What follows belongs to an exercise in optimizing a design on an open flow for small area; a production flow would make more cautious choices. In this exercise RTL edits were held to simulation tests only and were not proved equivalent to the original. No activity file was given, so power comes from the tool's default toggle rates.

==> flow/design.v (excerpt) <==
module scc_top
(
    input  logic               i_emuclk,
    input  logic               i_rst_n,
    input  logic [17:0]        i_req,
    output logic [7:0]         o_db,
    output logic signed [10:0] o_sound
);
    logic       wr, rd;
    logic [7:0] addr, wdata;
    logic [7:0] wdata_r;
    assign wr    = i_req[17];
    assign rd    = i_req[16];
    assign addr  = i_req[15:8];
    assign wdata = i_req[7:0];
    assign wdata_r = wdata & {8{i_rst_n}};
    logic [31:0] asel;
    logic [2:0]  wv;
    logic [2:0]  rv;
    scc_dec32 u_adec (.a(addr[4:0]), .sel(asel));
    for (genvar v = 0; v < 3; v++) begin : g_win
        logic win;
        assign win   = (addr[7:5] == 3'(v));
        assign wv[v] = wr && win;
        assign rv[v] = rd && win && i_rst_n;
    end
    logic [2:0][11:0] freq_q;
    logic [2:0][3:0]  vol_q;
    logic [2:0]       load_q;
    logic [2:0]       en_q;
    for (genvar v = 0; v < 3; v++) begin : g_reg
        logic lo_wr, hi_wr, vol_wr;
        assign lo_wr  = wr && (addr == 8'(8'h80 + 2 * v));
        assign hi_wr  = wr && (addr == 8'(8'h81 + 2 * v));
        assign vol_wr = wr && (addr == 8'(8'h8A + v));
        always_ff @(posedge i_emuclk) begin
            if (!i_rst_n || lo_wr)  freq_q[v][7:0]  <= wdata_r;
            if (!i_rst_n || hi_wr)  freq_q[v][11:8] <= wdata_r[3:0];
            if (!i_rst_n || vol_wr) vol_q[v]        <= wdata_r[3:0];
        end
        always_ff @(posedge i_emuclk) load_q[v] <= i_rst_n && (lo_wr || hi_wr);
    end
    always_ff @(posedge i_emuclk) begin
        if (!i_rst_n || (wr && addr == 8'h8F)) en_q <= wdata_r[2:0];
    end
    logic [2:0][7:0] samp_q;
    logic [2:0][7:0][2:0] cpu_p;
  ...
==> module scc_rd32, before the edit <==
module scc_rd32 (input logic [31:0] s, input logic [31:0] d, output logic [2:0] p);
    logic [10:0] n;
    for (genvar k = 0; k < 10; k++) begin : g_aoi
        scc_c_aoi222 u_aoi (.a1(s[3*k]), .a2(d[3*k]), .b1(s[3*k+1]), .b2(d[3*k+1]),
                            .c1(s[3*k+2]), .c2(d[3*k+2]), .y(n[k]));
    end
    scc_c_aoi222 u_aoi_last (.a1(s[30]), .a2(d[30]), .b1(s[31]), .b2(d[31]),
                             .c1(s[31]), .c2(d[31]), .y(n[10]));
    scc_c_nand4 u_p0 (.a(n[0]), .b(n[1]), .c(n[2]), .d(n[3]), .y(p[0]));
    scc_c_nand4 u_p1 (.a(n[4]), .b(n[5]), .c(n[6]), .d(n[7]), .y(p[1]));
    scc_c_nand3 u_p2 (.a(n[8]), .b(n[9]), .c(n[10]), .y(p[2]));
endmodule
clock: 7.0 ns
lec_check: 0
cap_margin: 20
core_margin: 2
core_utilization: 40
slew_margin: 20
synth_hierarchical: 1
standard.sh (not shown) runs the stock make flow with config.mk's settings and CLKGATE_MAP_FILE= SYNTH_SCRIPT=/design/flow/synth_recipe.tcl, a recipe that flattens the netlist after the stock synthesis.
==> flow/flow/run.sh <==
#!/bin/bash
set -euo pipefail
export CTS_ARGS="-sink_clustering_enable -repair_clock_nets -dont_use_dummy_load -sink_buffer_max_cap_derate 1.0 -buf_list {sky130_fd_sc_hd__clkbuf_8 sky130_fd_sc_hd__clkbuf_16} -root_buf sky130_fd_sc_hd__clkbuf_16 -tree_buf sky130_fd_sc_hd__clkbuf_16 -sink_clustering_buffer sky130_fd_sc_hd__clkbuf_8 -sink_clustering_size 18 -sink_clustering_max_diameter 60"
export BUFFER_PORTS_ARGS="-buffer_cell sky130_fd_sc_hd__buf_1"
bash standard.sh > standard.log 2>&1
==> next run, changes <==
--- a/flow/design.v
+++ b/flow/design.v
@@ -68,22 +68,22 @@
     end
     for (genvar i = 0; i < 32; i++) begin : g_sel
         scc_c_nor2 u_sel (.a(lo_n[i % 4]), .b(hi_n[i / 4]), .y(sel[i]));
     end
 endmodule
 module scc_rd32 (input logic [31:0] s, input logic [31:0] d, output logic [2:0] p);
-    logic [10:0] n;
+    logic [11:0] n;
     for (genvar k = 0; k < 10; k++) begin : g_aoi
         scc_c_aoi222 u_aoi (.a1(s[3*k]), .a2(d[3*k]), .b1(s[3*k+1]), .b2(d[3*k+1]),
                             .c1(s[3*k+2]), .c2(d[3*k+2]), .y(n[k]));
     end
-    scc_c_aoi222 u_aoi_last (.a1(s[30]), .a2(d[30]), .b1(s[31]), .b2(d[31]),
-                             .c1(s[31]), .c2(d[31]), .y(n[10]));
+    scc_c_nand2 u_n30 (.a(s[30]), .b(d[30]), .y(n[10]));
+    scc_c_nand2 u_n31 (.a(s[31]), .b(d[31]), .y(n[11]));
     scc_c_nand4 u_p0 (.a(n[0]), .b(n[1]), .c(n[2]), .d(n[3]), .y(p[0]));
     scc_c_nand4 u_p1 (.a(n[4]), .b(n[5]), .c(n[6]), .d(n[7]), .y(p[1]));
-    scc_c_nand3 u_p2 (.a(n[8]), .b(n[9]), .c(n[10]), .y(p[2]));
+    scc_c_nand4 u_p2 (.a(n[8]), .b(n[9]), .c(n[10]), .d(n[11]), .y(p[2]));
 endmodule
 `timescale 1ns/1ns
 module scc_cnt
 (
     input  logic        i_rst_n,
     input  logic        i_load,
The changed run went through all stages and came out clean.
Clock-buffer cell count rises by 5.
Utilization hardly moves.
Non-clock buffer count drops by 3.
Sequential share of layout area stays flat.
Power rises by 0.78%.
Via count rises by 2.1%.
Critical path depth is unchanged.
Global-route usage rises by 1.1 points.
Routed wire length rose by 3.9%.
Maximum frequency goes down by 0.91%.

[port drivers added, routing unchanged]
No port has a modelled driver above. Below, the same layouts with a new extraction and two added sets of constraints. Step 1, drivers: a clkbuf_16 drives i_emuclk and a buf_2 each remaining input, both assumed. Step 2 also shifts input and output timing later by t, the mid clock arrival at the registers, as if the neighbouring blocks saw the same clock. a / b / c = no drivers / after step 1 / after step 2; a / b = the first two.
run	t (ns)	setup slack, ns	worst register clock-pin slew, ns
the first run	0.655	1.205 / 1.205 / 1.205	0.11 / 0.11
the second run	0.679	1.152 / 1.152 / 1.152	0.12 / 0.12
After both steps every run listed still meets setup and hold.
